What follows belongs to an exercise in optimizing a design on an open flow for small area, a short achievable clock period and few clock cycles per item; a production flow would make more cautious choices. RTL that was checked went through simulation tests only; none was proved equivalent to the original. Function not checked in run 2: the RTL went through the layout flow alone. Power figures rest on the tool's default switching activity, not on a simulated workload.

===== flow/config.mk =====
export PLATFORM = sky130hd
export DESIGN_NAME = ser_top
export DESIGN_NICKNAME = ser_top
export VERILOG_FILES = /design/flow/design.v
export SDC_FILE = /design/flow/constraint.sdc
export NUM_CORES = 4
export LEC_CHECK = 0
export CAP_MARGIN = 20
export CORE_MARGIN = 2
export CORE_UTILIZATION = 40
export SLEW_MARGIN = 20

===== flow/constraint.sdc =====
create_clock -name core_clock -period 11.0 [get_ports {clk}]
set_input_delay 2.2000 -clock core_clock [delete_from_list [all_inputs] [get_ports {clk}]]
set_output_delay 2.2000 -clock core_clock [all_outputs]
set_load 0.01 [all_outputs]

===== flow/design.v =====
package ser_pkg;
    typedef struct packed {
        logic [29-1:0] field_id;
        logic [5-1:0]     field_type;
        logic                       nested;
    } table_entry_t;
    typedef struct packed {
        logic                       valid;
        logic                       write;
        logic [64-1:0]     addr;
        logic [10-1:0][7:0] data;
        logic [10-1:0]      lane_en;
    } mem_req_t;
    typedef struct packed {
        logic        valid;
        logic [63:0] data;
    } mem_rsp_t;
    typedef struct packed {
        logic [31:0] hi;
        logic [31:0] lo;
    } value_halves_t;
    typedef union packed {
        logic [63:0]   full;
        value_halves_t half;
    } value_word_u;
    typedef struct packed {
        logic                   start;
        logic [63:0]            value;
        logic [64-1:0] end_addr;
    } write_cmd_t;
    function automatic logic [3:0] varint_length(input logic [63:0] value);
        logic [3:0] len;
        len = 4'd1;
        for (int i = 1; i < 10; i++)
        begin
            if ((value >> (7 * i)) != 64'd0)
                len = 4'(i + 1);
        end
        varint_length = len;
    endfunction
endpackage
`timescale 1ns/1ns
module nest_stack (
    input  logic                       clk,
    input  logic                       reset,
    input  logic                       push,
    input  logic                       pop,
    input  logic [29-1:0] push_field_id,
    input  logic [64-1:0]     push_write_point,
    output logic [29-1:0] top_field_id,
    output logic [64-1:0]     top_write_point
);
    localparam int ROWS = 16 - 1;
    logic [29-1:0] id_mem [ROWS];
    logic [64-1:0]     wp_mem [ROWS];
    logic [3:0]                 n_below;
    logic [3:0]                 below_idx;     
    logic                       nonempty;
    logic                       nonempty_below;
    assign nonempty_below = (n_below != '0);
    always_ff @(posedge clk)
    begin
        if (push && nonempty)
        begin
            for (int i = 0; i < ROWS; i++)
            begin
                if (n_below == 4'(i))
                begin
                    id_mem[i] <= top_field_id;
                    wp_mem[i] <= top_write_point;
                end
            end
        end
    end
    always_ff @(posedge clk)
    begin
        if (push)
        begin
            top_field_id <= push_field_id;
            top_write_point <= push_write_point;
        end
        else if (pop && nonempty_below)
        begin
            top_field_id <= id_mem[below_idx];
            top_write_point <= wp_mem[below_idx];
        end
    end
    always_ff @(posedge clk)
    begin
        if (reset)
        begin
            n_below <= '0;
            below_idx <= 4'hF;
            nonempty <= 1'b0;
        end
        else if (push)
        begin
            nonempty <= 1'b1;
            if (nonempty)
            begin
                n_below <= n_below + 1'b1;
                below_idx <= below_idx + 1'b1;
            end
        end
        else if (pop)
        begin
            nonempty <= (n_below != '0);
            if (n_below != '0)
            begin
                n_below <= n_below - 1'b1;
                below_idx <= below_idx - 1'b1;
            end
        end
    end
endmodule
`timescale 1ns/1ns
module ser_top
(
    input  logic                       clk,
    input  logic                       reset,
    input  logic                       en,
    input  logic                       entry_valid,
    input  logic [29-1:0] entry_field_id,
    input  logic [5-1:0]     entry_type,
    input  logic                       entry_nested,
    input  logic [64-1:0]     addr,
    input  logic                       mem_rsp_valid,
    input  logic [63:0]                mem_rsp_data,
    output logic                       mem_req_valid,
    output logic                       mem_req_write,
    output logic [64-1:0]     mem_req_addr,
    output logic [8*10-1:0]    mem_req_data,
    output logic [10-1:0]      mem_req_lane_en,
    output logic                       ready,
    output logic                       done,
    output logic [64-1:0]     write_point
);
    localparam int NQ = 4;                  
    localparam int ND = 3;                  
    localparam int QP = $clog2(NQ);
    localparam int DP = $clog2(ND);
    localparam int C_I32 = 0;
    localparam int C_U32 = 1;
    localparam int C_S32 = 2;
    localparam int C_S64 = 3;
    logic                       ready_q;
    logic                       accept;
    logic                       in_close;
    logic                       in_scalar;
    logic [3:0]                 in_cls;
    logic [4:0]                 in_kl;           
    assign ready = ready_q;
    assign accept = ready_q && en && entry_valid;
    assign in_close = !entry_nested && (entry_field_id == '0);
    assign in_scalar = !entry_nested && (entry_field_id != '0);
    always_comb
    begin
        in_cls = '0;
        in_cls[C_I32] = (entry_type == 5'd5);
        in_cls[C_U32] = (entry_type == 5'd13);
        in_cls[C_S32] = (entry_type == 5'd17);
        in_cls[C_S64] = (entry_type == 5'd18);
    end
    function automatic logic [4:0] key_len_oh(input logic [28:0] id);
        logic [4:0] oh;
        if (id[28:25] != '0)      oh = 5'b10000;
        else if (id[24:18] != '0) oh = 5'b01000;
        else if (id[17:11] != '0) oh = 5'b00100;
        else if (id[10:4] != '0)  oh = 5'b00010;
        else                      oh = 5'b00001;
        key_len_oh = oh;
    endfunction
    assign in_kl = key_len_oh(entry_field_id);
    logic                   a_rd;
    logic [64-1:0] a_addr;
    always_ff @(posedge clk)
    begin
        a_addr <= addr;
        a_rd <= !reset && accept && in_scalar;
    end
    logic                       q_nest  [NQ];
    logic                       q_close [NQ];
    logic [29-1:0] q_id    [NQ];
    logic [4:0]                 q_kl    [NQ];
    logic [QP-1:0]              q_head;
    logic [QP-1:0]              q_tail;
    logic [QP:0]                q_cnt;
    logic                       q_pop;
    always_ff @(posedge clk)
    begin
        for (int i = 0; i < NQ; i++)
        begin
            if (q_tail == QP'(i) && q_cnt != (QP+1)'(NQ))
            begin
                q_nest[i] <= entry_nested;
                q_close[i] <= in_close;
                q_id[i] <= entry_field_id;
                q_kl[i] <= in_kl;
            end
        end
    end
    function automatic logic [QP-1:0] q_next(input logic [QP-1:0] p);
        q_next = (p == QP'(NQ - 1)) ? '0 : p + 1'b1;
    endfunction
    logic [63:0]   r_data [ND];
    logic [3:0]    r_cls  [ND];
    logic [DP-1:0] r_head;
    logic [DP-1:0] r_tail;
    logic [DP-1:0] s_tail;
    logic [DP:0]   r_cnt;
    logic [DP:0]   s_cnt;           
    logic          r_pop;
    function automatic logic [63:0] decode(input logic [3:0] cls, input logic [63:0] w);
        if (cls[C_I32])
            decode = {{32{w[31]}}, w[31:0]};
        else if (cls[C_U32])
            decode = {32'd0, w[31:0]};
        else if (cls[C_S32])
            decode = {32'd0, {w[30:0], 1'b0} ^ {32{w[31]}}};
        else if (cls[C_S64])
            decode = {w[62:0], 1'b0} ^ {64{w[63]}};
        else
            decode = w;
    endfunction
    function automatic logic [DP-1:0] r_next(input logic [DP-1:0] p);
        r_next = (p == DP'(ND - 1)) ? '0 : p + 1'b1;
    endfunction
    always_ff @(posedge clk)
    begin
        for (int i = 0; i < ND; i++)
        begin
            if (s_tail == DP'(i) && s_cnt != (DP+1)'(ND))
                r_cls[i] <= in_cls;
            if (r_tail == DP'(i) && r_cnt != (DP+1)'(ND))
                r_data[i] <= decode(r_cls[i], mem_rsp_data);
        end
    end
    logic                       push;
    logic                       pop;
    logic [29-1:0] top_id;
    logic [64-1:0]     top_wp;
    logic [59:0]                wp_hi;
    logic [59:0]                wp_hi_m1;       
    logic [3:0]                 wp_lo;
    logic [64-1:0]     wp;
    assign wp = {wp_hi, wp_lo};
    assign write_point = wp;
    logic                       h_nest;
    logic                       h_close;
    logic [29-1:0] h_id;
    logic [4:0]                 h_kl;
    logic                       h_valid;
    logic                       r_avail;
    assign h_nest = q_nest[q_head];
    assign h_close = q_close[q_head];
    assign h_id = q_id[q_head];
    assign h_kl = q_kl[q_head];
    assign h_valid = (q_cnt != '0);
    assign r_avail = (r_cnt != '0);
    logic                       p1_v;
    logic                       p1_nest;
    logic                       p1_close;
    logic [29-1:0] p1_id;
    logic [4:0]                 p1_kl;
    logic [63:0]                p1_val;
    logic [9:1]                 p1_vnz;         
    logic [63:0]                h_val;
    logic                       p1_load;
    logic                       p1_free;
    logic                       p2_go;
    logic                       p2_done;
    logic                       p_ph;           
    nest_stack stack (
        .clk              (clk),
        .reset            (reset),
        .push             (push),
        .pop              (pop),
        .push_field_id    (p1_id),
        .push_write_point (wp),
        .top_field_id     (top_id),
        .top_write_point  (top_wp)
    );
    assign p1_free = !p1_v || p2_done;
    assign p1_load = h_valid && (h_nest ? p1_free : h_close ? !p1_v : (p1_free && r_avail));
    assign q_pop = p1_load;
    assign r_pop = p1_load && !h_nest && !h_close;
    assign h_val = h_close ? (top_wp - wp) : r_data[r_head];
    always_ff @(posedge clk)
    begin
        if (p1_load)
        begin
            p1_nest <= h_nest;
            p1_close <= h_close;
            p1_id <= h_close ? top_id : h_id;
            p1_kl <= h_close ? key_len_oh(top_id) : h_kl;
            p1_val <= h_val;
            for (int i = 1; i < 10; i++)
                p1_vnz[i] <= ((h_val >> (7*i)) != '0);
        end
    end
    logic                   w_v;
    logic                   w_wr;
    logic                   w_fin;
    logic [64-1:0] w_addr;
    logic [79:0]            w_data;
    logic [9:0]             w_lanes;
    logic                   w_issue;
    logic                   w_room;
    assign w_issue = w_v && !(a_rd && w_wr);
    assign w_room = !w_v || w_issue;
    logic [63:0]   v;
    logic [31:0]   key;
    logic [4:0]    kl;
    logic [9:0]    vnz;             
    logic [4:0]    knz;
    logic [7:0]    vb [10];
    logic [7:0]    kb [5];
    logic [7:0]    sb [15];
    logic [9:0]    lanes1;
    logic [4:0]    lanes2;
    logic          big;             
    logic [3:0]    klen;
    logic [5:0]    lo_d;
    logic [5:0]    lo_m [11];
    logic [4:0]    lo_diff;
    logic [64-1:0] wp_new;
    always_comb
    begin
        v = p1_val;
        key = {p1_id, p1_close ? 3'd2 : 3'd0};
        kl = p1_kl;
        vnz = {p1_vnz, 1'b1};
        knz[0] = 1'b1;
        for (int i = 1; i < 5; i++)
            knz[i] = ((key >> (7*i)) != '0);
        for (int i = 0; i < 9; i++)
            vb[i] = {vnz[i+1], v[7*i +: 7]};
        vb[9] = {7'd0, v[63]};
        for (int i = 0; i < 4; i++)
            kb[i] = {knz[i+1], key[7*i +: 7]};
        kb[4] = {4'd0, key[31:28]};
        for (int j = 0; j < 15; j++)
        begin
            sb[j] = '0;
            for (int k = 0; k < 5; k++)
            begin
                if (kl[k])
                begin
                    if (j <= k)
                        sb[j] = kb[j];
                    else if (j - k - 1 < 10)
                        sb[j] = vb[j - k - 1];
                end
            end
        end
        lanes1 = '0;
        lanes2 = '0;
        big = 1'b0;
        for (int k = 0; k < 5; k++)
        begin
            if (kl[k])
            begin
                for (int j = 0; j < 10; j++)
                    lanes1[j] = (j <= k) ? 1'b1 : vnz[j - k - 1];
                for (int j = 0; j < 5; j++)
                    lanes2[j] = (j + 10 - k - 1 < 10) ? vnz[j + 10 - k - 1] : 1'b0;
                big = vnz[9 - k];
            end
        end
        klen = {1'b0, kl[4], kl[2] || kl[3], kl[1] || kl[3]} + 4'd1;
        lo_d = {2'b0, wp_lo} - {2'b0, klen};
        lo_diff = '0;
        for (int n = 1; n <= 10; n++)
        begin
            lo_m[n] = lo_d - 6'(n);
            if (vnz[n-1] && (n == 10 || !vnz[n % 10]))
                lo_diff = lo_diff | {lo_m[n][5], lo_m[n][3:0]};
        end
        wp_new = {lo_diff[4] ? wp_hi_m1 : wp_hi, lo_diff[3:0]};
    end
    logic p_first;                  
    assign p2_go = p1_v && w_room;
    assign p_first = p2_go && !p_ph;
    assign p2_done = p2_go && (p1_nest || p_ph || !big);
    assign push = p2_go && p1_nest;
    assign pop = p_first && p1_close;
    always_ff @(posedge clk)
    begin
        if (reset)
        begin
            ready_q <= 1'b1;
            q_head <= '0;
            q_tail <= '0;
            q_cnt <= '0;
            r_head <= '0;
            r_tail <= '0;
            s_tail <= '0;
            r_cnt <= '0;
            s_cnt <= '0;
            wp_hi <= 60'(64'h300 >> 4);
            wp_hi_m1 <= 60'(64'h300 >> 4) - 60'd1;
            wp_lo <= 4'(64'h300);
            p1_v <= 1'b0;
            p_ph <= 1'b0;
            w_v <= 1'b0;
        end
        else
        begin
            if (accept)
                q_tail <= q_next(q_tail);
            if (q_pop)
                q_head <= q_next(q_head);
            q_cnt <= q_cnt + (QP+1)'(accept) - (QP+1)'(q_pop);
            if (accept && in_scalar)
                s_tail <= r_next(s_tail);
            if (mem_rsp_valid)
                r_tail <= r_next(r_tail);
            if (r_pop)
                r_head <= r_next(r_head);
            r_cnt <= r_cnt + (DP+1)'(mem_rsp_valid) - (DP+1)'(r_pop);
            s_cnt <= s_cnt + (DP+1)'(accept && in_scalar) - (DP+1)'(r_pop);
            ready_q <= ((q_cnt + (QP+1)'(accept) - (QP+1)'(q_pop)) < (QP+1)'(NQ)) &&
                       ((s_cnt + (DP+1)'(accept && in_scalar) - (DP+1)'(r_pop)) < (DP+1)'(ND));
            if (p1_load)
                p1_v <= 1'b1;
            else if (p2_done)
                p1_v <= 1'b0;
            if (p_first && !p1_nest)
            begin
                wp_lo <= lo_diff[3:0];
                if (lo_diff[4])
                begin
                    wp_hi <= wp_hi_m1;
                    wp_hi_m1 <= wp_hi_m1 - 60'd1;
                end
            end
            if (p2_go)
                p_ph <= p_first && !p1_nest && big;
            if (w_issue)
                w_v <= 1'b0;
            if (p2_go)
                w_v <= 1'b1;
        end
    end
    always_ff @(posedge clk)
    begin
        if (p2_go)
        begin
            w_wr <= !p1_nest;
            w_fin <= p1_nest || p_ph || !big;
            if (!p_ph)
            begin
                w_addr <= wp_new;
                for (int j = 0; j < 10; j++)
                    w_data[8*j +: 8] <= sb[j];
                w_lanes <= lanes1;
            end
            else
            begin
                w_addr <= wp + 64'd10;
                for (int j = 0; j < 10; j++)
                    w_data[8*j +: 8] <= (j < 5) ? sb[j + 10] : 8'd0;
                w_lanes <= {5'd0, lanes2};
            end
        end
    end
    assign done = w_v && w_fin && w_issue;
    assign mem_req_valid = a_rd || (w_v && w_wr);
    assign mem_req_write = !a_rd;
    assign mem_req_addr = a_rd ? a_addr : w_addr;
    assign mem_req_data = w_data;
    assign mem_req_lane_en = w_lanes;
endmodule

===== flow/run.sh =====
#!/bin/bash
# synth_recipe.tcl (not shown) runs the flow's synth.tcl, then flattens the netlist and writes it again
# the make line also repeats each setting of config.mk as NAME=value (left out here)
make -C /OpenROAD-flow-scripts/flow DESIGN_CONFIG=/design/flow/config.mk WORK_HOME=/design/flow/orfs CLKGATE_MAP_FILE= SYNTH_SCRIPT=/design/flow/synth_recipe.tcl finish

==> results of run 1 <==
sequential cells by signal (all words and copies together), names as in the netlist, 5 cells and up:
name and flops:
stack.wp_mem 960, stack.id_mem 435, r_data 192, q_id 116, w_data 80, a_addr 64
p1_val 64, stack.top_write_point 64, w_addr 64, wp_hi 60, wp_hi_m1 60, p1_id 29
stack.top_field_id 29, q_kl 20, r_cls 12, p1_vnz 8, w_lanes 6, p1_kl 5
tightest hold or removal path, delay by kind of cell, from the launching register on:
| kind | cells | cell delay, ns |
|---|---|---|
| AOI/OAI and AO/OA | 1 | 0.05 |
| DFF | 1 | 0.33 |
| and+or+nand+nor | 1 | 0.06 |
power breakdown:
part	switching [mW]	leakage [nW]	internal [mW]
Combinational	5.21	11.5	2.22
Clock	3.45	3.67	4.38
Sequential	1.18	20.9	11.1
Total	9.84	36.1	17.7
final cells by class:
type                    count  share of cell area (%)
flip-flops and latches   2317                   59.39
multi-input cells        4559                   25.74
clock buffers             307                   5.556
repair buffers            510                   4.274
well taps                3220                   3.552
clock inverters           130                   1.048
inverters                 121                  0.4059
diodes                     13                 0.02868
layout by cell type, fill, tap and decap left out, types with 47 or more instances in the layout:
cell type	netlist	routed
sky130_fd_sc_hd__a22oi_1	243	243
sky130_fd_sc_hd__nor3_1	78	75
sky130_fd_sc_hd__a22o_1	258	258
sky130_fd_sc_hd__clkdlybuf4s50_1	0	386
sky130_fd_sc_hd__nand2_1	561	557
sky130_fd_sc_hd__a21oi_1	521	518
sky130_fd_sc_hd__clkinv_2	0	47
sky130_fd_sc_hd__inv_1	119	117
sky130_fd_sc_hd__nor2_1	584	579
sky130_fd_sc_hd__o21ai_0	484	482
sky130_fd_sc_hd__ha_1	102	99
sky130_fd_sc_hd__a211oi_1	70	70
sky130_fd_sc_hd__mux2i_1	63	63
sky130_fd_sc_hd__clkbuf_16	0	236
sky130_fd_sc_hd__mux2_2	68	68
sky130_fd_sc_hd__clkinv_1	1	48
sky130_fd_sc_hd__edfxtp_1	2096	2096
sky130_fd_sc_hd__dfxtp_1	221	219
sky130_fd_sc_hd__nand4_1	123	123
sky130_fd_sc_hd__a221oi_1	404	403
sky130_fd_sc_hd__a31oi_1	75	75
sky130_fd_sc_hd__xnor2_1	187	187
sky130_fd_sc_hd__buf_4	5	118
sky130_fd_sc_hd__nor2b_1	58	52
sky130_fd_sc_hd__clkbuf_1	442	58
sky130_fd_sc_hd__xor2_1	67	67
sky130_fd_sc_hd__o211ai_1	48	48
sky130_fd_sc_hd__nand3_1	95	95
final timing paths:
| kind | endpoint | cells past startpoint | slack [ns] | from |
|---|---|---|---|---|
| hold / removal | wp_hi[19] | 2 | 0.50 | wp_hi_m1[19] |
| setup reg to reg | p1_vnz[1] | 13 | 4.35 | q_head[0] |
| hold reg to reg | wp_hi[19] | 2 | 0.50 | wp_hi_m1[19] |
| setup / recovery | p1_vnz[1] | 13 | 4.35 | q_head[0] |
cells in the mapped netlist, types with 95 or more instances:
cell type | instances | area share (%)
sky130_fd_sc_hd__nand4_1 | 123 | 0.78
sky130_fd_sc_hd__nor2_1 | 584 | 2.2
sky130_fd_sc_hd__a22o_1 | 258 | 2.3
sky130_fd_sc_hd__a22oi_1 | 243 | 1.8
sky130_fd_sc_hd__a221oi_1 | 404 | 3.6
sky130_fd_sc_hd__edfxtp_1 | 2096 | 64
sky130_fd_sc_hd__o21ai_0 | 484 | 2.4
sky130_fd_sc_hd__xnor2_1 | 187 | 1.7
sky130_fd_sc_hd__nand3_1 | 95 | 0.48
sky130_fd_sc_hd__a21oi_1 | 521 | 2.6
sky130_fd_sc_hd__clkbuf_1 | 442 | 1.7
sky130_fd_sc_hd__buf_1 | 115 | 0.44
sky130_fd_sc_hd__dfxtp_1 | 221 | 4.5
sky130_fd_sc_hd__ha_1 | 102 | 1.3
sky130_fd_sc_hd__inv_1 | 119 | 0.45
sky130_fd_sc_hd__nand2_1 | 561 | 2.1
cells by family after synthesis:
family | count (synthesis) | synth area share (%)
XOR/XNOR | 254 | 2.250
AO/OA/AOI/OAI | 2326 | 16.11
AND/OR/NAND/NOR | 1741 | 8.087
buffers and inverters | 686 | 2.627
flip-flops | 2317 | 68.12
adder cells (fa/ha/maj) | 107 | 1.392
multiplexers | 131 | 1.412
per-stage QoR:
stage	total power, mW	hold WS [ns]	util (%)	area [sq um]	std cells
2_1_floorplan	15.90	0.4490	-	98880	7562
3_3_place_gp	19.57	0.4792	43.02	105800	10720
3_5_place_dp	19.61	0.4810	43.05	105900	10730
4_1_cts	27.38	0.4918	46.10	113400	11160
5_1_grt	28.38	0.5315	46.11	113400	11170
6_report	27.55	0.4973	46.12	113400	11180
layer usage:
layer | vias up | GRT usage, % | routed length (um) | share of wire, %
met5 | - | 0 | 83 | 0.023
met4 | 12 | 10.47 | 14570 | 4.1
met2 | 3864 | 43.19 | 164300 | 46
met1 | 35470 | 37.47 | 144400 | 41
li1 | 29870 | - | - | -
met3 | 571 | 5.558 | 32560 | 9.1
==> summary.md, run 1 <==
| Metric | Value |
|---|---|
| Maximum number of pins on one net before global-route repair | `between 90 and 100` |
| Worst IR drop on VDD | `between 0.2 and 0.3 mV` |
| Type of destination of the critical path | `flop` |
| HPWL Detailed | `about 230000 um` |
| Die X-Extent | `approximately 500 um` |
| Number of register bits inferred by synthesis | `~2300` |
| Clock tree skew after final layout | `approximately 0.081 ns` |
| Antenna violations before repair | `18` |
| Number of enable flip-flop cells after synthesis | `2096` |
| I/O pins | `between 300 and 400` |
| Pwr dens | `between 200 and 250 nW/um^2` |
| Floorplan die area | `251200 sq um` |
| Hold-fix buffer count after cts | `0` |
| Setup Fix Bufs, Post-CTS | `0` |
| Final Slew Violations | `0` |
| Sequential-to-total area share from yosys stat | `around two thirds` |
| Sum of routed wire length over all layers | `355900 um` |
| Critical path class | `flop to flop` |
| Post-layout min period | `~6.7 ns` |
| Starting utilization of the core area | `between 40% and 50%` |
| Actual transition at the worst max-transition pin | `1.353 ns` |
| Number of CTS-inserted buffers | `about 230` |
| Outcome | `timing/DRC/antenna clean` |
| Count of warnings emitted by yosys | `14` |
| Max Freq | `approximately 0.15 GHz` |
| Number of unique standard cell types used by synthesis | `slightly above 80` |
| Number of global-route vias before repair | `65560` |
| Arrival time reported for the critical path endpoint | `about 7.2 ns` |
| Total congestion overflow after global routing | `0` |
| Post-synthesis cell area | `approximately 100000 sq um` |
| Hold Crit Class | `flop to flop` |
| Top delay family on crit path | `buffers and inverters` |
| Max-cap violations | `0` |
| Portion of the clock cycle consumed by the worst path in the final layout | `60.47%` |
| Clock sinks | `approximately 2300` |
| Post-synthesis area per instance | `approximately 13 sq um` |
| Worst setup timing slack at the placement stage | `4.535 ns` |
| Count of fill cells added during filler insertion | `21780` |
| Worst path required time | `~12 ns` |
| PnR worst setup slack | `~4.3 ns` |
| Seq. cell area | `between 60000 and 70000 sq um` |
| Antenna-violating nets left | `0` |
| IO Port Bufs | `between 300 and 400` |
| CTS clk-pin slew, worst paths | `approximately 0.060 ns` |
| Leakage Power | `36.12 nW` |
| Quantity of gates resized following cts | `0` |
| Post-layout net count | `approximately 8000` |
| Clk Latency, worst-skew pair | `around 0.90 ns` |
| Standard cell with the maximum stage delay on the critical path | `sky130_fd_sc_hd__nor4_1` |
| Core area | `roughly 250000 sq um` |
| Clock tree from TritonCTS | `yes` |
| DRC violation count after routing | `0` |
| Number of levels the H-tree was split into | `4` |
| Share of synthesized registers carrying an async set or reset | `0%` |
| Cell count after synthesis | `between 7000 and 8000` |
| Cell row count | `around 180` |
| Clk root buf | `sky130_fd_sc_hd__clkbuf_16` |
| Layout cell share with drive strength beyond 1 | `under 10%` |
| Synthesized netlist net count | `~8000` |
| Setup TNS after final layout | `0 ns` |
| Via density per instance | `between 6 and 7` |
| Area taken by multi-input logic gates | `between 20000 and 30000 sq um` |
| Endpoints failing hold | `0` |
| Stage delay of the slowest cell on the critical path | `approximately 0.82 ns` |
| Worst-path maximum fanout | `64` |
| Worst path cell trace | `inv_1 > ha_1 > inv_2 > a21o_4 > clkinv_2 > buf_4 > and2_1 > mux2i_1 > or3b_2 > a2111oi_2 > nand4_1 > nor4_1 > nand3_1` |
| Overall die height | `about 500 um` |
| Number of search-and-repair iterations in the first detailed-routing pass | `8` |
| Setup violation total in the final timing report | `0` |
| WL per Instance | `roughly 32 um` |
| Buffers from clock root to sink, at most | `3` |
| Number of buffers and inverters on the critical path | `4` |
| All-Layer GR Usage | `roughly 27%` |
| Vias | `69780` |
| Crit start category | `flop` |
| Setup repair after global routing missed its margin | `false` |
| Final GP Congestion | `around 1.0` |
| Most used flip-flop cell after synthesis | `sky130_fd_sc_hd__edfxtp_1` |
| Worst slew margin relative to its limit | `under 10%` |
| Layout area overhead | `14.72%` |
| Drt initial violations | `approximately 9200` |
| Global-route wire length before repair | `about 500000 um` |
Testbench counts, summed over its fixed seeds: cycles 4,561, entries 2,048.
==> inputs of run 2 (changes only) <==
--- a/flow/design.v
+++ b/flow/design.v
@@ -138,3 +138,3 @@
     localparam int NQ = 4;                  
-    localparam int ND = 3;                  
+    localparam int ND = 4;                  
     localparam int QP = $clog2(NQ);
@@ -174,16 +174,14 @@
     logic                   a_rd;
-    logic [64-1:0] a_addr;
+    logic                   a_rd_n;
+    assign a_rd_n = accept && in_scalar;
     always_ff @(posedge clk)
     begin
-        a_addr <= addr;
-        a_rd <= !reset && accept && in_scalar;
+        a_rd <= !reset && a_rd_n;
     end
-    logic                       q_nest  [NQ];
-    logic                       q_close [NQ];
-    logic [29-1:0] q_id    [NQ];
-    logic [4:0]                 q_kl    [NQ];
-    logic [QP-1:0]              q_head;
-    logic [QP-1:0]              q_tail;
+    localparam int QW = 2 + 29 + 5;
+    logic [QW-1:0]              q_row [NQ];
+    logic [QW-1:0]              q_in;
     logic [QP:0]                q_cnt;
     logic                       q_pop;
+    assign q_in = {entry_nested, in_close, entry_field_id, in_kl};
     always_ff @(posedge clk)
@@ -192,17 +190,16 @@
         begin
-            if (q_tail == QP'(i) && q_cnt != (QP+1)'(NQ))
+            if (q_pop)
             begin
-                q_nest[i] <= entry_nested;
-                q_close[i] <= in_close;
-                q_id[i] <= entry_field_id;
-                q_kl[i] <= in_kl;
+                if (q_cnt == (QP+1)'(i + 1))
+                    q_row[i] <= q_in;
+                else if (i + 1 < NQ)
+                    q_row[i] <= q_row[(i + 1) % NQ];
             end
+            else if (q_cnt == (QP+1)'(i))
+                q_row[i] <= q_in;
         end
     end
-    function automatic logic [QP-1:0] q_next(input logic [QP-1:0] p);
-        q_next = (p == QP'(NQ - 1)) ? '0 : p + 1'b1;
-    endfunction
-    logic [63:0]   r_data [ND];
+    logic [63:0]   r_data [ND];     
+    logic [63:0]   r_in;
     logic [3:0]    r_cls  [ND];
-    logic [DP-1:0] r_head;
     logic [DP-1:0] r_tail;
@@ -233,6 +230,14 @@
                 r_cls[i] <= in_cls;
-            if (r_tail == DP'(i) && r_cnt != (DP+1)'(ND))
-                r_data[i] <= decode(r_cls[i], mem_rsp_data);
+            if (r_pop)
+            begin
+                if (r_cnt == (DP+1)'(i + 1))
+                    r_data[i] <= r_in;
+                else if (i + 1 < ND)
+                    r_data[i] <= r_data[(i + 1) % ND];
+            end
+            else if (r_cnt == (DP+1)'(i))
+                r_data[i] <= r_in;
         end
     end
+    assign r_in = decode(r_cls[r_tail], mem_rsp_data);
     logic                       push;
@@ -253,6 +258,3 @@
     logic                       r_avail;
-    assign h_nest = q_nest[q_head];
-    assign h_close = q_close[q_head];
-    assign h_id = q_id[q_head];
-    assign h_kl = q_kl[q_head];
+    assign {h_nest, h_close, h_id, h_kl} = q_row[0];
     assign h_valid = (q_cnt != '0);
@@ -266,2 +268,6 @@
     logic [9:1]                 p1_vnz;         
+    logic [14:0]                p1_tlt;         
+    logic [4:0]                 h_kl2;
+    logic [9:0]                 h_vnz;
+    logic [14:0]                h_tlt;
     logic [63:0]                h_val;
@@ -286,3 +292,15 @@
     assign r_pop = p1_load && !h_nest && !h_close;
-    assign h_val = h_close ? (top_wp - wp) : r_data[r_head];
+    assign h_val = h_close ? (top_wp - wp) : r_data[0];
+    assign h_kl2 = h_close ? key_len_oh(top_id) : h_kl;
+    always_comb
+    begin
+        h_vnz[0] = 1'b1;
+        for (int i = 1; i < 10; i++)
+            h_vnz[i] = ((h_val >> (7*i)) != '0);
+        h_tlt = '0;
+        for (int k = 0; k < 5; k++)
+            if (h_kl2[k])
+                for (int j = 0; j < 15; j++)
+                    h_tlt[j] = (j <= k) ? 1'b1 : (j - k - 1 < 10) ? h_vnz[(j - k - 1) % 10] : 1'b0;
+    end
     always_ff @(posedge clk)
@@ -294,6 +312,6 @@
             p1_id <= h_close ? top_id : h_id;
-            p1_kl <= h_close ? key_len_oh(top_id) : h_kl;
+            p1_kl <= h_kl2;
             p1_val <= h_val;
-            for (int i = 1; i < 10; i++)
-                p1_vnz[i] <= ((h_val >> (7*i)) != '0);
+            p1_vnz <= h_vnz[9:1];
+            p1_tlt <= h_tlt;
         end
@@ -321,5 +339,2 @@
     logic          big;             
-    logic [3:0]    klen;
-    logic [5:0]    lo_d;
-    logic [5:0]    lo_m [11];
     logic [4:0]    lo_diff;
@@ -355,25 +370,9 @@
         end
-        lanes1 = '0;
-        lanes2 = '0;
-        big = 1'b0;
-        for (int k = 0; k < 5; k++)
-        begin
-            if (kl[k])
-            begin
-                for (int j = 0; j < 10; j++)
-                    lanes1[j] = (j <= k) ? 1'b1 : vnz[j - k - 1];
-                for (int j = 0; j < 5; j++)
-                    lanes2[j] = (j + 10 - k - 1 < 10) ? vnz[j + 10 - k - 1] : 1'b0;
-                big = vnz[9 - k];
-            end
-        end
-        klen = {1'b0, kl[4], kl[2] || kl[3], kl[1] || kl[3]} + 4'd1;
-        lo_d = {2'b0, wp_lo} - {2'b0, klen};
+        lanes1 = p1_tlt[9:0];
+        lanes2 = p1_tlt[14:10];
+        big = p1_tlt[10];
         lo_diff = '0;
-        for (int n = 1; n <= 10; n++)
-        begin
-            lo_m[n] = lo_d - 6'(n);
-            if (vnz[n-1] && (n == 10 || !vnz[n % 10]))
-                lo_diff = lo_diff | {lo_m[n][5], lo_m[n][3:0]};
-        end
+        for (int t = 2; t < 16; t++)
+            if (p1_tlt[t - 1] && (t == 15 || !p1_tlt[t % 15]))
+                lo_diff = lo_diff | ({1'b0, wp_lo} - 5'(t));
         wp_new = {lo_diff[4] ? wp_hi_m1 : wp_hi, lo_diff[3:0]};
@@ -391,6 +390,3 @@
             ready_q <= 1'b1;
-            q_head <= '0;
-            q_tail <= '0;
             q_cnt <= '0;
-            r_head <= '0;
             r_tail <= '0;
@@ -408,6 +404,2 @@
         begin
-            if (accept)
-                q_tail <= q_next(q_tail);
-            if (q_pop)
-                q_head <= q_next(q_head);
             q_cnt <= q_cnt + (QP+1)'(accept) - (QP+1)'(q_pop);
@@ -417,8 +409,8 @@
                 r_tail <= r_next(r_tail);
-            if (r_pop)
-                r_head <= r_next(r_head);
             r_cnt <= r_cnt + (DP+1)'(mem_rsp_valid) - (DP+1)'(r_pop);
             s_cnt <= s_cnt + (DP+1)'(accept && in_scalar) - (DP+1)'(r_pop);
-            ready_q <= ((q_cnt + (QP+1)'(accept) - (QP+1)'(q_pop)) < (QP+1)'(NQ)) &&
-                       ((s_cnt + (DP+1)'(accept && in_scalar) - (DP+1)'(r_pop)) < (DP+1)'(ND));
+            ready_q <= !(((q_cnt == (QP+1)'(NQ)) && (accept || !q_pop)) ||
+                         ((q_cnt == (QP+1)'(NQ - 1)) && accept && !q_pop)) &&
+                       !(((s_cnt == (DP+1)'(ND)) && (a_rd_n || !r_pop)) ||
+                         ((s_cnt == (DP+1)'(ND - 1)) && a_rd_n && !r_pop));
             if (p1_load)
@@ -466,6 +458,42 @@
     end
-    assign done = w_v && w_fin && w_issue;
-    assign mem_req_valid = a_rd || (w_v && w_wr);
-    assign mem_req_write = !a_rd;
-    assign mem_req_addr = a_rd ? a_addr : w_addr;
+    logic                   w_v_n;
+    logic                   w_wr_n;
+    logic                   w_fin_n;
+    logic [64-1:0] w_addr_n;
+    logic                   o_valid;
+    logic                   o_write;
+    logic                   o_done;
+    logic [64-1:0] o_addr;
+    always_comb
+    begin
+        w_v_n = p2_go || (w_v && !w_issue);
+        w_wr_n = w_wr;
+        w_fin_n = w_fin;
+        w_addr_n = w_addr;
+        if (p2_go)
+        begin
+            w_wr_n = !p1_nest;
+            w_fin_n = p1_nest || p_ph || !big;
+            w_addr_n = p_ph ? wp + 64'd10 : wp_new;
+        end
+    end
+    always_ff @(posedge clk)
+    begin
+        o_addr <= a_rd_n ? addr : w_addr_n;
+        o_write <= !a_rd_n;
+        if (reset)
+        begin
+            o_valid <= 1'b0;
+            o_done <= 1'b0;
+        end
+        else
+        begin
+            o_valid <= a_rd_n || (w_v_n && w_wr_n);
+            o_done <= w_v_n && w_fin_n && !(a_rd_n && w_wr_n);
+        end
+    end
+    assign done = o_done;
+    assign mem_req_valid = o_valid;
+    assign mem_req_write = o_write;
+    assign mem_req_addr = o_addr;
     assign mem_req_data = w_data;
==> flow/flow/run.sh (new file) <==
#!/bin/bash
# Standard layout, with the timing repair asked to leave more setup slack than
# the clock period needs (the clock period and constraints are unchanged).
set -o pipefail
bash standard.sh SETUP_SLACK_MARGIN=6.5 finish > flow_make.log 2>&1
==> flow/standard.sh (new file) <==
#!/bin/bash
# synth_recipe.tcl (not shown) runs the flow's synth.tcl, then flattens the netlist and writes it again
# the make line also repeats each setting of config.mk as NAME=value (left out here)
make -C /OpenROAD-flow-scripts/flow DESIGN_CONFIG=/design/flow/config.mk WORK_HOME=/design/flow/orfs CLKGATE_MAP_FILE= SYNTH_SCRIPT=/design/flow/synth_recipe.tcl "${@:-finish}"
removed: flow/run.sh
==> summary.md, run 2 <==
| Metric | Value |
|---|---|
| Outcome | `timing/DRC/antenna clean` |
| Drt initial violations | `~8600` |
| Hold path endpoint | `w_addr[36]` |
| Maximum number of pins on one net before global-route repair | `~120` |
| DRC violation count after routing | `0` |
| Share of synthesized registers carrying an async set or reset | `0%` |
| Setup TNS after final layout | `0 ns` |
| Crit start category | `flop` |
| Most frequent cells in the layout | `1916 x sky130_fd_sc_hd__edfxtp_1, 945 x sky130_fd_sc_hd__nor2_1, 859 x sky130_fd_sc_hd__nand2_1` |
| Type of destination of the critical path | `flop` |
| Number of enable flip-flop cells after synthesis | `~1900` |
| Final core occ | `47.18%` |
| Hold Crit Class | `flop to flop` |
| Number of CTS-inserted buffers | `roughly 230` |
| R2R Path End | `p1_tlt[5]` |
| Number of search-and-repair iterations in the first detailed-routing pass | `8` |
| Path depth of the worst reg2reg path | `15` |
| Worst-path maximum fanout | `5` |
| Post-synthesis cell area | `101700 sq um` |
| Max Freq | `about 0.22 GHz` |
| Layout cell share with drive strength beyond 1 | `between 10 and 15%` |
| Leakage Power | `39.27 nW` |
| Sequential-to-total area share from yosys stat | `66.11%` |
| Clk Latency, worst-skew pair | `0.93 ns` |
| HPWL Detailed | `~220000 um` |
| CTS clk-pin slew, worst paths | `roughly 0.060 ns` |
| Xor and xnor fraction of the mapped netlist area | `approximately 1.6%` |
| Fraction of the mapped netlist area in simple logic gates | `a little over a tenth` |
| Hold-fix buffer count after cts | `0` |
| Critical path class | `flop to flop` |
| Setup repair after global routing missed its margin | `true` |
| Antenna violations before repair | `16` |
| Global-route wire length before repair | `between 500000 and 600000 um` |
| Number of levels the H-tree was split into | `4` |
| Top cells by area in the synthesized netlist | `sky130_fd_sc_hd__edfxtp_1 57%, sky130_fd_sc_hd__dfxtp_1 9.5%, sky130_fd_sc_hd__a21oi_1 3.7%` |
| Synth Area in Adders | `between 1 and 1.5%` |
| Synth top cells by count | `1916 x sky130_fd_sc_hd__edfxtp_1, 963 x sky130_fd_sc_hd__nor2_1, 877 x sky130_fd_sc_hd__nand2_1` |
| Overall die height | `around 500 um` |
| Floorplan die area | `258300 sq um` |
| Worst path required time | `about 12 ns` |
| Clock tree from TritonCTS | `yes` |
| Synthesized netlist net count | `about 8800` |
| Max reg flops | `960` |
| Worst reg-to-reg setup slack | `approximately 6.4 ns` |
| Number of global-route vias before repair | `about 70000` |
| Layout area overhead | `17.59%` |
| Portion of the clock cycle consumed by the worst path in the final layout | `between 40% and 50%` |
| Number of cells traversed by the worst hold path | `2` |
| Post-layout min period | `4.588 ns` |
| Die X-Extent | `~510 um` |
| Total congestion overflow after global routing | `0` |
| Buffers from clock root to sink, at most | `3` |
| Worst IR drop on VDD | `approximately 0.25 mV` |
| Regs by FF count | `stack.wp_mem x960, stack.id_mem x435, r_data x256` |
| Largest register by flop count | `stack.wp_mem` |
| WL per Instance | `28.65 um` |
| Multiplexer area fraction after synthesis | `roughly 1.6%` |
| Via density per instance | `roughly 6.0` |
| Leading cell type in the layout, fill and taps excluded | `sky130_fd_sc_hd__edfxtp_1` |
| Complex-gate fraction of the synthesized area | `around 16%` |
| I/O pins | `just under 400` |
| Clock sinks | `2400` |
| Endpoints failing hold | `0` |
| All-Layer GR Usage | `26.69%` |
| Pwr dens | `approximately 260 nW/um^2` |
| Final GP Congestion | `approximately 1` |
| Most area-hungry cell type in the Yosys netlist | `sky130_fd_sc_hd__edfxtp_1` |
| Cell row count | `185` |
| Final Slew Violations | `0` |
| Arrival time reported for the critical path endpoint | `5.23 ns` |
| Clock tree skew after final layout | `about 0.060 ns` |
| Critical R2R Launch | `wp_hi[5]` |
| Number of unique standard cell types used by synthesis | `99` |
| Worst slew margin relative to its limit | `roughly 18%` |
| Main combinational cell family by area after synthesis | `compound AO/OA/AOI/OAI gates` |
| Starting utilization of the core area | `between 40% and 50%` |
| Count of warnings emitted by yosys | `10` |
| Synth top area share | `56.58%` |
| Most used flip-flop cell after synthesis | `sky130_fd_sc_hd__edfxtp_1` |
| Actual transition at the worst max-transition pin | `about 1.2 ns` |
| Post-layout net count | `~9000` |
| Cell count after synthesis | `between 8000 and 9000` |
| Hold Crit Start | `w_addr[36]` |
| Number of register bits inferred by synthesis | `between 2000 and 2500` |
| Clk root buf | `sky130_fd_sc_hd__clkbuf_16` |
| Vias | `between 70000 and 80000` |
| Max-cap violations | `0` |
| Sum of routed wire length over all layers | `355700 um` |
| Top-count cell post-synth | `sky130_fd_sc_hd__edfxtp_1` |
| IO Port Bufs | `slightly below 400` |
| Post-synthesis area per instance | `11.96 sq um` |
| Core area | `253500 sq um` |
| Post-route worst hold slack | `around 0.45 ns` |
| Setup violation total in the final timing report | `0` |
| Antenna-violating nets left | `0` |
## run 2: metal layers
layer	vias to the layer above	GRT usage (%)	part of all wire (%)
li1	32920	-	-
met1	37620	36.33	41
met2	3619	42.55	46
met3	609	5.212	9.0
met4	8	9.324	3.7
met5	-	0	0.014
## run 2: final cells by class
cell class / instances / area, sq um
Tap cell: 3366 / 4212
Fill cell: 22440 / 133900
Timing Repair Buffer: 681 / 6230
Clock buffer: 308 / 6315
Sequential cell: 2400 / 67340
Multi-Input combinational cell: 5389 / 33680
Antenna cell: 10 / 25.02
Clock inverter: 124 / 1159
Inverter: 137 / 606.8
## run 2: cell families after synthesis
logic type,Yosys count
AOI/OAI and AO/OA,2499
and+or+nand+nor,2457
DFF,2400
buffers and inverters,712
xor gates and xnor gates,185
muxes,145
adders and majority gates,103
## run 2: worst max-delay path: stages, from the launching register on
cell and delay (ns):
sky130_fd_sc_hd__dfxtp_4 0.37, sky130_fd_sc_hd__clkinvlp_4 0.23, sky130_fd_sc_hd__ha_4 0.34, sky130_fd_sc_hd__buf_6 0.13
sky130_fd_sc_hd__nand2_4 0.06, sky130_fd_sc_hd__o21ai_4 0.07, sky130_fd_sc_hd__a211oi_4 0.40, sky130_fd_sc_hd__o21ai_4 0.11
sky130_fd_sc_hd__xor2_4 0.22, sky130_fd_sc_hd__mux2_4 0.28, sky130_fd_sc_hd__or4_4 0.51, sky130_fd_sc_hd__or4_4 0.54
sky130_fd_sc_hd__or4_4 0.57, sky130_fd_sc_hd__nor2_4 0.19, sky130_fd_sc_hd__o221ai_2 0.11, sky130_fd_sc_hd__a31o_1 0.21
## run 2: per-stage QoR
stage / setup slack, ns / cells / cell area [sq um] / power [mW]
2_1_floorplan: 6.505 / 8501 / 101700 / 18.39
3_3_place_gp: 5.004 / 11800 / 108800 / 22.20
3_5_place_dp: 4.933 / 11800 / 108800 / 22.36
4_1_cts: 6.482 / 12360 / 118600 / 30.57
5_1_grt: 6.320 / 12410 / 119500 / 32.11
6_report: 6.412 / 12420 / 119600 / 30.87
## run 2: what timing repair did
item                                   in CTS  in global routing
buffers inserted                          124                 44
resized for setup                         362                125
endpoints found under the hold margin       0                  0
setup endpoints to repair                 489                202
pin swaps                                  52                 53
cloned                                      0                  1
## run 2: worst max path at each step
stage | start | end
finish | wp_hi[5] | p1_tlt[5]
global placement | p_ph | s_cnt[2]
floorplan | stack.top_write_point[0] | p1_tlt[5]
detailed placement | p_ph | s_cnt[2]
global route | wp_hi[7] | p1_tlt[5]
CTS | entry_field_id[25] | s_cnt[2]
## run 2: where the power goes
group | internal (mW) | switching [mW]
sequential | 12.2 | 1.33
clock | 4.31 | 3.56
combinational | 3.10 | 6.35
==> inputs of run 3 (changes only) <==
--- a/flow/design.v
+++ b/flow/design.v
@@ -138,3 +138,3 @@
     localparam int NQ = 4;                  
-    localparam int ND = 4;                  
+    localparam int ND = 3;                  
     localparam int QP = $clog2(NQ);
==> flow/run.sh (new file) <==
#!/bin/bash
# synth_recipe.tcl (not shown) runs the flow's synth.tcl, then flattens the netlist and writes it again
# the make line also repeats each setting of config.mk as NAME=value (left out here)
make -C /OpenROAD-flow-scripts/flow DESIGN_CONFIG=/design/flow/config.mk WORK_HOME=/design/flow/orfs CLKGATE_MAP_FILE= SYNTH_SCRIPT=/design/flow/synth_recipe.tcl finish
removed: flow/flow/run.sh
removed: flow/standard.sh
==> summary.md, run 3 <==
| Metric | Value |
|---|---|
| Outcome | `timing/DRC/antenna clean` |
| Core area | `246200 sq um` |
| Top cells by area in the synthesized netlist | `sky130_fd_sc_hd__edfxtp_1 58%, sky130_fd_sc_hd__dfxtp_1 8.5%, sky130_fd_sc_hd__nor2_1 3.7%` |
| Count of warnings emitted by yosys | `10` |
| Top delay family on crit path | `compound AO/OA/AOI/OAI gates` |
| Critical path class | `flop to flop` |
| Clock tree from TritonCTS | `yes` |
| Post-layout net count | `8573` |
| Number of search-and-repair iterations in the first detailed-routing pass | `9` |
| Multiplexer area fraction after synthesis | `2.279%` |
| Regs by FF count | `stack.wp_mem x960, stack.id_mem x435, r_data x192` |
| Antenna-violating nets left | `0` |
| Number of unique standard cell types used by synthesis | `97` |
| Global-route wire length before repair | `roughly 500000 um` |
| Clk root buf | `sky130_fd_sc_hd__clkbuf_16` |
| Top-count cell post-synth | `sky130_fd_sc_hd__edfxtp_1` |
| CTS clk-pin slew, worst paths | `about 0.06 ns` |
| All-Layer GR Usage | `26.92%` |
| Sequential-to-total area share from yosys stat | `66.38%` |
| Die X-Extent | `approximately 500 um` |
| Synthesized netlist net count | `about 8400` |
| Setup Fix Bufs, Post-CTS | `0` |
| Number of global-route vias before repair | `67570` |
| Worst IR drop on VDD | `0.2212 mV` |
| Main combinational cell family by area after synthesis | `compound AO/OA/AOI/OAI gates` |
| Clock sinks | `2332` |
| Sum of routed wire length over all layers | `between 300000 and 400000 um` |
| WL per Instance | `29.53 um` |
| Max-cap violations | `0` |
| Worst slew margin relative to its limit | `around an eighth` |
| Complex-gate fraction of the synthesized area | `15.56%` |
| DRC violation count after routing | `0` |
| Synth top cells by count | `1912 x sky130_fd_sc_hd__edfxtp_1, 968 x sky130_fd_sc_hd__nor2_1, 707 x sky130_fd_sc_hd__nand2_1` |
| Cell row count | `around 180` |
| Post-layout min period | `between 6 and 7 ns` |
| Vias | `between 70000 and 80000` |
| Layout cell share with drive strength beyond 1 | `7.976%` |
| Portion of the clock cycle consumed by the worst path in the final layout | `roughly 56%` |
| Most area-hungry cell type in the Yosys netlist | `sky130_fd_sc_hd__edfxtp_1` |
| Number of enable flip-flop cells after synthesis | `between 1500 and 2000` |
| Leakage Power | `around 37 nW` |
| HPWL Detailed | `221300 um` |
| Number of levels the H-tree was split into | `4` |
| Synth top area share | `between 50% and 60%` |
| Drt initial violations | `9806` |
| Number of register bits inferred by synthesis | `~2300` |
| Post-synthesis area per instance | `between 10 and 15 sq um` |
| Maximum number of pins on one net before global-route repair | `94` |
| Fraction of the mapped netlist area in simple logic gates | `between 10% and 20%` |
| Number of buffers and inverters on the critical path | `1` |
| Total congestion overflow after global routing | `0` |
| Setup repair after global routing missed its margin | `false` |
| Worst path cell trace | `inv_1 > ha_1 > fa_1 > nand2b_1 > a21oi_1 > o21a_1 > o21ai_1 > a2111oi_0 > o21ai_0 > a22oi_1 > a31oi_1 > nor4_4 > nand3_4 > or2_4 > a221o_1` |
| Most frequent cells in the layout | `1912 x sky130_fd_sc_hd__edfxtp_1, 962 x sky130_fd_sc_hd__nor2_1, 700 x sky130_fd_sc_hd__nand2_1` |
| Cell count after synthesis | `approximately 8100` |
| Clk Latency, worst-skew pair | `just over 0.9 ns` |
| Worst path required time | `11.59 ns` |
| Post-route worst hold slack | `approximately 0.44 ns` |
| Setup TNS after final layout | `0 ns` |
| Type of destination of the critical path | `flop` |
| Leading cell type in the layout, fill and taps excluded | `sky130_fd_sc_hd__edfxtp_1` |
| Crit start category | `flop` |
| Via density per instance | `roughly 6` |
| Overall die height | `between 500 and 600 um` |
| Floorplan die area | `about 250000 sq um` |
| Synth Area in Adders | `1.280%` |
| Share of synthesized registers carrying an async set or reset | `0%` |
| Quantity of gates resized following cts | `0` |
| Arrival time reported for the critical path endpoint | `6.77 ns` |
| IO Port Bufs | `between 300 and 400` |
| Endpoints failing hold | `0` |
| Hold Crit Class | `flop to flop` |
| Standard cell with the maximum stage delay on the critical path | `sky130_fd_sc_hd__a2111oi_0` |
| I/O pins | `390` |
| Layout area overhead | `14.65%` |
| Buffers from clock root to sink, at most | `3` |
| Number of CTS-inserted buffers | `approximately 230` |
| Setup violation total in the final timing report | `0` |
| Max reg flops | `960` |
| Worst-path maximum fanout | `16` |
| Starting utilization of the core area | `40.28%` |
| Clock tree skew after final layout | `~0.080 ns` |
| Most used flip-flop cell after synthesis | `sky130_fd_sc_hd__edfxtp_1` |
| Actual transition at the worst max-transition pin | `about 1.3 ns` |
| Post-synthesis cell area | `approximately 99000 sq um` |
| Final GP Congestion | `slightly above 1` |
| Final Slew Violations | `0` |
| Antenna violations before repair | `18` |
| Pwr dens | `259.3 nW/um^2` |
| Xor and xnor fraction of the mapped netlist area | `1.634%` |
| Hold-fix buffer count after cts | `0` |
| Largest register by flop count | `stack.wp_mem` |
| Max Freq | `about 0.16 GHz` |
| Stage delay of the slowest cell on the critical path | `~1.1 ns` |
[run 3: final timing paths]
| check | from | end | slack [ns] | depth (start not counted) |
|---|---|---|---|---|
| worst min-delay path | w_addr[32] | w_addr[32] | 0.44 | 2 |
| worst max-delay path | stack.top_write_point[0] | p1_tlt[3] | 4.81 | 15 |
| worst min register to register | w_addr[32] | w_addr[32] | 0.44 | 2 |
| worst max register to register | stack.top_write_point[0] | p1_tlt[3] | 4.81 | 15 |
[run 3: cells by family after synthesis]
kind of cell | Yosys count
buffers and inverters | 673
DFF | 2332
xor gates and xnor gates | 185
AOI/OAI and AO/OA | 2317
adders and majority gates | 99
and+or+nand+nor | 2292
muxes | 212
[run 3: power breakdown]
part,internal [mW],switching (mW)
clock,4.32,3.47
sequential,11.8,1.56
combinational,2.62,5.67
[run 3: per-layer routing]
metal | vias up | routed length, um | share of wire (%) | GRT usage, %
met1 | 36130 | 141900 | 41 | 36.56
met3 | 553 | 31430 | 9.0 | 4.840
li1 | 31290 | - | - | -
met2 | 3863 | 161000 | 46 | 42.85
met5 | - | 54 | 0.015 | 0
met4 | 4 | 14580 | 4.2 | 10.44
[run 3: cell type report]
class | instances | area (sq um)
diodes | 5 | 12.51
clock buffers | 283 | 5961
clock inverters | 138 | 1478
fillers | 21940 | 132500
inverters | 132 | 501.7
multi-input cells | 5105 | 30960
flip-flops and latches | 2332 | 65830
well taps | 3312 | 4144
repair buffers | 510 | 4795
[run 3: worst min-delay path: stages (launching register included)]
cell                      delay, ns
sky130_fd_sc_hd__dfxtp_1       0.31
sky130_fd_sc_hd__nand2_1       0.04
sky130_fd_sc_hd__nand2_1       0.06
[run 3: through the flow]
step / setup slack (ns) / instance area [sq um] / utilization, % / std cells / total power [mW]
6_report: 4.815 / 113700 / 46.18 / 11820 / 29.47
5_1_grt: 4.791 / 113700 / 46.18 / 11810 / 30.61
4_1_cts: 5.020 / 113700 / 46.17 / 11810 / 29.39
3_5_place_dp: 5.131 / 106200 / 43.15 / 11390 / 21.65
3_3_place_gp: 5.277 / 106200 / 43.14 / 11390 / 21.52
2_1_floorplan: 2.484 / 99150 / - / 8110 / 17.89
Testbench counts of run 3, summed over its fixed seeds: cycles 4,561, entries 2,048.
==> inputs of run 4 (changes only) <==
--- a/flow/design.v
+++ b/flow/design.v
@@ -183,5 +183,21 @@
     logic [QW-1:0]              q_in;
-    logic [QP:0]                q_cnt;
+    logic [NQ-1:0]              q_th;           
     logic                       q_pop;
     assign q_in = {entry_nested, in_close, entry_field_id, in_kl};
+    function automatic logic [NQ-1:0] th_step(input logic [NQ-1:0] th, input logic up, input logic dn);
+        if (up && !dn)
+            th_step = {th[NQ-2:0], 1'b1};
+        else if (dn && !up)
+            th_step = {1'b0, th[NQ-1:1]};
+        else
+            th_step = th;
+    endfunction
+    function automatic logic [ND-1:0] th_step_d(input logic [ND-1:0] th, input logic up, input logic dn);
+        if (up && !dn)
+            th_step_d = {th[ND-2:0], 1'b1};
+        else if (dn && !up)
+            th_step_d = {1'b0, th[ND-1:1]};
+        else
+            th_step_d = th;
+    endfunction
     always_ff @(posedge clk)
@@ -192,3 +208,3 @@
             begin
-                if (q_cnt == (QP+1)'(i + 1))
+                if (q_th[i] && (i + 1 == NQ || !q_th[(i + 1) % NQ]))
                     q_row[i] <= q_in;
@@ -197,3 +213,3 @@
             end
-            else if (q_cnt == (QP+1)'(i))
+            else if ((i == 0 || q_th[(i + NQ - 1) % NQ]) && !q_th[i])
                 q_row[i] <= q_in;
@@ -206,4 +222,4 @@
     logic [DP-1:0] s_tail;
-    logic [DP:0]   r_cnt;
-    logic [DP:0]   s_cnt;           
+    logic [ND-1:0] r_th;            
+    logic [ND-1:0] s_th;            
     logic          r_pop;
@@ -228,3 +244,3 @@
         begin
-            if (s_tail == DP'(i) && s_cnt != (DP+1)'(ND))
+            if (s_tail == DP'(i) && !s_th[ND-1])
                 r_cls[i] <= in_cls;
@@ -232,3 +248,3 @@
             begin
-                if (r_cnt == (DP+1)'(i + 1))
+                if (r_th[i] && (i + 1 == ND || !r_th[(i + 1) % ND]))
                     r_data[i] <= r_in;
@@ -237,3 +253,3 @@
             end
-            else if (r_cnt == (DP+1)'(i))
+            else if ((i == 0 || r_th[(i + ND - 1) % ND]) && !r_th[i])
                 r_data[i] <= r_in;
@@ -248,6 +264,14 @@
     logic [59:0]                wp_hi_m1;       
+    logic [59:0]                wp_hi_m2;       
+    logic                       pb;             
+    logic [59:0]                hi_t;           
+    logic [59:0]                hi_tm1;         
     logic [3:0]                 wp_lo;
     logic [64-1:0]     wp;
-    assign wp = {wp_hi, wp_lo};
-    assign write_point = wp;
+    logic [64-1:0]     wp_out;
+    assign wp_hi_m2 = wp_hi_m1 - 60'd1;
+    assign hi_t = pb ? wp_hi_m1 : wp_hi;
+    assign hi_tm1 = pb ? wp_hi_m2 : wp_hi_m1;
+    assign wp = {hi_t, wp_lo};
+    assign write_point = wp_out;
     logic                       h_nest;
@@ -259,4 +283,4 @@
     assign {h_nest, h_close, h_id, h_kl} = q_row[0];
-    assign h_valid = (q_cnt != '0);
-    assign r_avail = (r_cnt != '0);
+    assign h_valid = q_th[0];
+    assign r_avail = r_th[0];
     logic                       p1_v;
@@ -274,2 +298,4 @@
     logic                       p1_load;
+    logic [63:0]                cl_val;
+    logic                       cl_ok;
     logic                       p1_free;
@@ -289,6 +315,14 @@
     assign p1_free = !p1_v || p2_done;
-    assign p1_load = h_valid && (h_nest ? p1_free : h_close ? !p1_v : (p1_free && r_avail));
+    assign p1_load = h_valid && (h_nest ? p1_free : h_close ? (!p1_v && cl_ok) : (p1_free && r_avail));
     assign q_pop = p1_load;
     assign r_pop = p1_load && !h_nest && !h_close;
-    assign h_val = h_close ? (top_wp - wp) : r_data[0];
+    assign h_val = h_close ? cl_val : r_data[0];
+    always_ff @(posedge clk)
+    begin
+        cl_val <= top_wp - wp;
+        if (reset)
+            cl_ok <= 1'b0;
+        else
+            cl_ok <= !p_first;
+    end
     assign h_kl2 = h_close ? key_len_oh(top_id) : h_kl;
@@ -377,3 +411,3 @@
                 lo_diff = lo_diff | ({1'b0, wp_lo} - 5'(t));
-        wp_new = {lo_diff[4] ? wp_hi_m1 : wp_hi, lo_diff[3:0]};
+        wp_new = {lo_diff[4] ? hi_tm1 : hi_t, lo_diff[3:0]};
     end
@@ -390,10 +424,12 @@
             ready_q <= 1'b1;
-            q_cnt <= '0;
+            q_th <= '0;
             r_tail <= '0;
             s_tail <= '0;
-            r_cnt <= '0;
-            s_cnt <= '0;
+            r_th <= '0;
+            s_th <= '0;
             wp_hi <= 60'(64'h300 >> 4);
             wp_hi_m1 <= 60'(64'h300 >> 4) - 60'd1;
+            pb <= 1'b0;
             wp_lo <= 4'(64'h300);
+            wp_out <= 64'h300;
             p1_v <= 1'b0;
@@ -404,3 +440,3 @@
         begin
-            q_cnt <= q_cnt + (QP+1)'(accept) - (QP+1)'(q_pop);
+            q_th <= th_step(q_th, accept, q_pop);
             if (accept && in_scalar)
@@ -409,8 +445,8 @@
                 r_tail <= r_next(r_tail);
-            r_cnt <= r_cnt + (DP+1)'(mem_rsp_valid) - (DP+1)'(r_pop);
-            s_cnt <= s_cnt + (DP+1)'(accept && in_scalar) - (DP+1)'(r_pop);
-            ready_q <= !(((q_cnt == (QP+1)'(NQ)) && (accept || !q_pop)) ||
-                         ((q_cnt == (QP+1)'(NQ - 1)) && accept && !q_pop)) &&
-                       !(((s_cnt == (DP+1)'(ND)) && (a_rd_n || !r_pop)) ||
-                         ((s_cnt == (DP+1)'(ND - 1)) && a_rd_n && !r_pop));
+            r_th <= th_step_d(r_th, mem_rsp_valid, r_pop);
+            s_th <= th_step_d(s_th, a_rd_n, r_pop);
+            ready_q <= !((q_th[NQ-1] && (accept || !q_pop)) ||
+                         (q_th[NQ-2] && !q_th[NQ-1] && accept && !q_pop)) &&
+                       !((s_th[ND-1] && (a_rd_n || !r_pop)) ||
+                         (s_th[ND-2] && !s_th[ND-1] && a_rd_n && !r_pop));
             if (p1_load)
@@ -419,11 +455,8 @@
                 p1_v <= 1'b0;
+            wp_hi <= hi_t;
+            wp_hi_m1 <= hi_tm1;
+            pb <= p_first && !p1_nest && lo_diff[4];
             if (p_first && !p1_nest)
-            begin
                 wp_lo <= lo_diff[3:0];
-                if (lo_diff[4])
-                begin
-                    wp_hi <= wp_hi_m1;
-                    wp_hi_m1 <= wp_hi_m1 - 60'd1;
-                end
-            end
+            wp_out <= (p_first && !p1_nest) ? wp_new : wp;
             if (p2_go)
==> flow/flow/run.sh (new file) <==
#!/bin/bash
# Standard layout, with the timing repair asked to leave more setup slack than
# the clock period needs (the clock period and constraints are unchanged).
set -o pipefail
bash standard.sh SETUP_SLACK_MARGIN=6.5 finish > flow_make.log 2>&1
==> flow/standard.sh (new file) <==
#!/bin/bash
# synth_recipe.tcl (not shown) runs the flow's synth.tcl, then flattens the netlist and writes it again
# the make line also repeats each setting of config.mk as NAME=value (left out here)
make -C /OpenROAD-flow-scripts/flow DESIGN_CONFIG=/design/flow/config.mk WORK_HOME=/design/flow/orfs CLKGATE_MAP_FILE= SYNTH_SCRIPT=/design/flow/synth_recipe.tcl "${@:-finish}"
removed: flow/run.sh
==> summary.md, run 4 <==
| Metric | Value |
|---|---|
| Outcome | `timing/DRC/antenna clean` |
| Max reg flops | `960` |
| Switching power of the nets | `4.935 mW` |
| Setup violation total in the final timing report | `0` |
| Crit start category | `input pin` |
| Post-route worst hold slack | `between 0.4 and 0.5 ns` |
| Cell-internal power | `roughly 16 mW` |
| Setup TNS after final layout | `0 ns` |
| Clock tree skew after final layout | `between 0.07 and 0.08 ns` |
| Cell count after synthesis | `roughly 8000` |
| Number of enable flip-flop cells after synthesis | `between 1500 and 2000` |
| Complex-gate fraction of the synthesized area | `15.07%` |
| Max-cap violations | `0` |
| Final Slew Violations | `0` |
| Path depth of the worst reg2reg path | `13` |
| Total number of cells along the worst setup path | `15` |
| Post-synthesis cell area | `just over 100000 sq um` |
| Worst-path maximum fanout | `18` |
| Die X-Extent | `507.9 um` |
| Clk Latency, worst-skew pair | `about 0.94 ns` |
| Sum of routed wire length over all layers | `between 300000 and 400000 um` |
| Synth Area in Adders | `under 10%` |
| Stage delay of the slowest cell on the critical path | `0.53 ns` |
| CTS clk-pin slew, worst paths | `about 0.060 ns` |
| Top cells by area in the synthesized netlist | `sky130_fd_sc_hd__edfxtp_1 57%, sky130_fd_sc_hd__dfxtp_1 11%, sky130_fd_sc_hd__nor2_1 3.3%` |
| Worst IR drop on VDD | `about 0.18 mV` |
| Number of unique standard cell types used by synthesis | `90` |
| Synth top cells by count | `1912 x sky130_fd_sc_hd__edfxtp_1, 889 x sky130_fd_sc_hd__nor2_1, 635 x sky130_fd_sc_hd__a21oi_1` |
| Largest register by flop count | `stack.wp_mem` |
| Drt initial violations | `about 9200` |
| Share of total power in the clock network | `around two fifths` |
| WL per Instance | `29.74 um` |
| Post-synthesis area per instance | `12.67 sq um` |
| HPWL Detailed | `roughly 220000 um` |
| Type of destination of the critical path | `flop` |
| Total congestion overflow after global routing | `0` |
| Number of register bits inferred by synthesis | `~2500` |
| Setup repair after global routing missed its margin | `true` |
| Core area | `around 250000 sq um` |
| Endpoints failing hold | `0` |
| Layout area overhead | `16.05%` |
| Worst path cell trace | `clkdlybuf4s50_1 > nor4_4 > inv_1 > nor3_4 > buf_4 > nand4_1 > buf_4 > nand2_4 > buf_16 > inv_8 > ha_1 > mux2i_1 > nor2_1 > a21oi_1 > nor2_1` |
| Number of CTS-inserted buffers | `240` |
| Multiplexer area fraction after synthesis | `between 2 and 3%` |
| Count of warnings emitted by yosys | `10` |
| Regs by FF count | `stack.wp_mem x960, stack.id_mem x435, r_data x192` |
| Leakage Power | `39.31 nW` |
| Pwr dens | `about 180 nW/um^2` |
| Clock sinks | `approximately 2500` |
| Standard cell with the maximum stage delay on the critical path | `sky130_fd_sc_hd__clkdlybuf4s50_1` |
| Antenna-violating nets left | `0` |
| Overall die height | `between 500 and 600 um` |
| Comb pwr share | `under 10%` |
| Launch point of the worst path | `entry_field_id[25]` |
| Switch share | `a little under a quarter` |
| Fraction of the mapped netlist area in simple logic gates | `9.263%` |
| Post-layout net count | `roughly 8600` |
| Starting utilization of the core area | `between 40% and 50%` |
| Clock tree from TritonCTS | `yes` |
| Maximum number of pins on one net before global-route repair | `109` |
| I/O pins | `390` |
| Critical R2R Launch | `q_row[0][34]` |
| Count of fill cells added during filler insertion | `roughly 22000` |
| Actual transition at the worst max-transition pin | `roughly 1.2 ns` |
| Post-layout min period | `around 4.4 ns` |
| Arrival time reported for the critical path endpoint | `5.17 ns` |
| Global-route wire length before repair | `497200 um` |
| Synth top area share | `a little under three fifths` |
| Portion of the clock cycle consumed by the worst path in the final layout | `approximately 40%` |
| Synthesized netlist net count | `8279` |
| Main combinational cell family by area after synthesis | `compound AO/OA/AOI/OAI gates` |
| Critical path class | `input pin to flop` |
| Final GP Congestion | `slightly below 1` |
| Hold Crit Class | `flop to flop` |
| Vias | `just over 70000` |
| Via density per instance | `6.021` |
| Seq. cell area | `68460 sq um` |
| Number of global-route vias before repair | `between 60000 and 70000` |
| DRC violation count after routing | `0` |
| Number of buffers and inverters on the critical path | `6` |
| Xor and xnor fraction of the mapped netlist area | `roughly 1.8%` |
| Max Freq | `around 0.23 GHz` |
| Number of cells traversed by the worst hold path | `2` |
| Top delay family on crit path | `buffers and inverters` |
| Worst setup timing slack at the placement stage | `between 2 and 3 ns` |
| PnR worst setup slack | `6.611 ns` |
| Most frequent cells in the layout | `1912 x sky130_fd_sc_hd__edfxtp_1, 885 x sky130_fd_sc_hd__nor2_1, 632 x sky130_fd_sc_hd__a21oi_1` |
| Floorplan die area | `about 260000 sq um` |
| Area taken by multi-input logic gates | `between 30000 and 40000 sq um` |
| Share of synthesized registers carrying an async set or reset | `0%` |
| Worst path required time | `11.78 ns` |
| All-Layer GR Usage | `roughly a quarter` |
| Worst slew margin relative to its limit | `between 10% and 20%` |
| Number of levels the H-tree was split into | `4` |
| Hold Crit Start | `w_addr[51]` |
| Sequential-to-total area share from yosys stat | `about two thirds` |
| Most used flip-flop cell after synthesis | `sky130_fd_sc_hd__edfxtp_1` |
| Top-count cell post-synth | `sky130_fd_sc_hd__edfxtp_1` |
| Clk root buf | `sky130_fd_sc_hd__clkbuf_16` |
| Fraction of power consumed by sequential logic | `52.8%` |
| Antenna violations before repair | `14` |
| IO Port Bufs | `389` |
| Hold-fix buffer count after cts | `0` |
| Most area-hungry cell type in the Yosys netlist | `sky130_fd_sc_hd__edfxtp_1` |
| Leading cell type in the layout, fill and taps excluded | `sky130_fd_sc_hd__edfxtp_1` |
| Cell row count | `between 150 and 200` |
| Number of search-and-repair iterations in the first detailed-routing pass | `6` |
| Buffers from clock root to sink, at most | `3` |
| Layout cell share with drive strength beyond 1 | `about a tenth` |
==> run 4: cell type report <==
| cell class | count | share of cell area, % |
|---|---|---|
| multi-input cells | 4942 | 26.55 |
| clock buffers | 315 | 5.593 |
| well taps | 3348 | 3.555 |
| flip-flops and latches | 2463 | 58.09 |
| diodes | 11 | 0.02336 |
| inverters | 68 | 0.2389 |
| clock inverters | 137 | 1.183 |
| repair buffers | 577 | 4.766 |
==> run 4: tightest hold or removal path, delay by kind of cell (launching register included) <==
kind / cells / cell delay [ns]
AOI/OAI and AO/OA: 1 / 0.06
DFF: 1 / 0.31
and+or+nand+nor: 1 / 0.05
==> run 4: kinds of logic after synthesis <==
logic type | Yosys count
flops | 2463
xor+xnor | 214
mux | 274
simple gates | 2074
compound gates | 2285
buf+inv | 611
fa+ha+maj | 95
==> run 4: worst paths after layout <==
check | slack [ns] | to
hold / removal | 0.45 | w_addr[51]
setup reg to reg | 6.63 | p1_tlt[4]
hold reg to reg | 0.45 | w_addr[51]
setup / recovery | 6.61 | s_th[1]
==> run 4: what timing repair did <==
action / in CTS / in global routing
buffers inserted: 11 / 6
setup endpoints to repair: 257 / 296
gates cloned: 3 / 2
pin swaps: 5 / 3
resized for setup: 43 / 33
==> run 4: per-layer routing <==
metal  wire [um]  vias to the layer above  track usage [%]
li1            -                    31180                -
met1      146700                    36000            37.42
met2      159100                     3742            40.84
met3       32260                      497            4.636
met4       14720                        2            10.49
met5          18                        -                0
==> run 4: power groups by stage <==
stage          combinational (mW)  sequential (mW)  clock [mW]
2_1_floorplan               0.965             11.1           0
3_3_place_gp                 1.50             11.2           0
3_5_place_dp                 1.54             11.2           0
4_1_cts                      1.56             11.0        8.37
5_1_grt                      1.74             11.1        8.71
6_report                     1.58             11.0        8.30
==> run 4: per-stage QoR <==
step           utilization, %  instances  power (mW)  area, sq um
2_1_floorplan               -       8016       12.04       101600
3_3_place_gp            43.33      11370       12.69       109100
3_5_place_dp            43.35      11380       12.75       109200
4_1_cts                 46.69      11840       20.94       117600
5_1_grt                 46.78      11850       21.53       117800
6_report                46.79      11860       20.90       117800
Testbench counts of run 4, summed over its fixed seeds: cycles 4,678, entries 2,048.

port drivers added, routing unchanged:
No port has a modelled driver above. Below, the same layouts with a new extraction and two added sets of constraints. Step 1, drivers: a clkbuf_16 drives clk and a buf_2 each remaining input, both assumed. Step 2 adds t to the input delays and takes it off the output delays; t is the mean of the earliest and latest rising clock arrival at the registers after step 1. Input paths then give back, and output paths get back, about the clock's delay inside the block. Slacks: ideal / step 1 / step 2; pairs: ideal / step 1.
| run | t, ns | slack for setup (ns) | worst hold slack (ns) | worst setup path after step 2 | latest minus earliest clock arrival (ns) |
|---|---|---|---|---|---|
| run 1 | 0.962 | 4.349 / 4.349 / 4.349 | 0.497 / 0.497 / 0.497 | register to register | 0.085 / 0.086 |
| run 2 | 0.996 | 6.412 / 6.412 / 5.610 | 0.447 / 0.447 / 0.447 | input to register | 0.061 / 0.060 |
| run 3 | 0.971 | 4.815 / 4.815 / 4.815 | 0.436 / 0.436 / 0.436 | register to register | 0.081 / 0.082 |
| run 4 | 0.999 | 6.611 / 6.629 / 5.688 | 0.447 / 0.447 / 0.447 | input to register | 0.080 / 0.080 |
After both steps setup and hold are still met in every run listed. The setup slack of run 4, which loses most, moves by +0.018 ns with the drivers and by -0.923 ns with both steps.
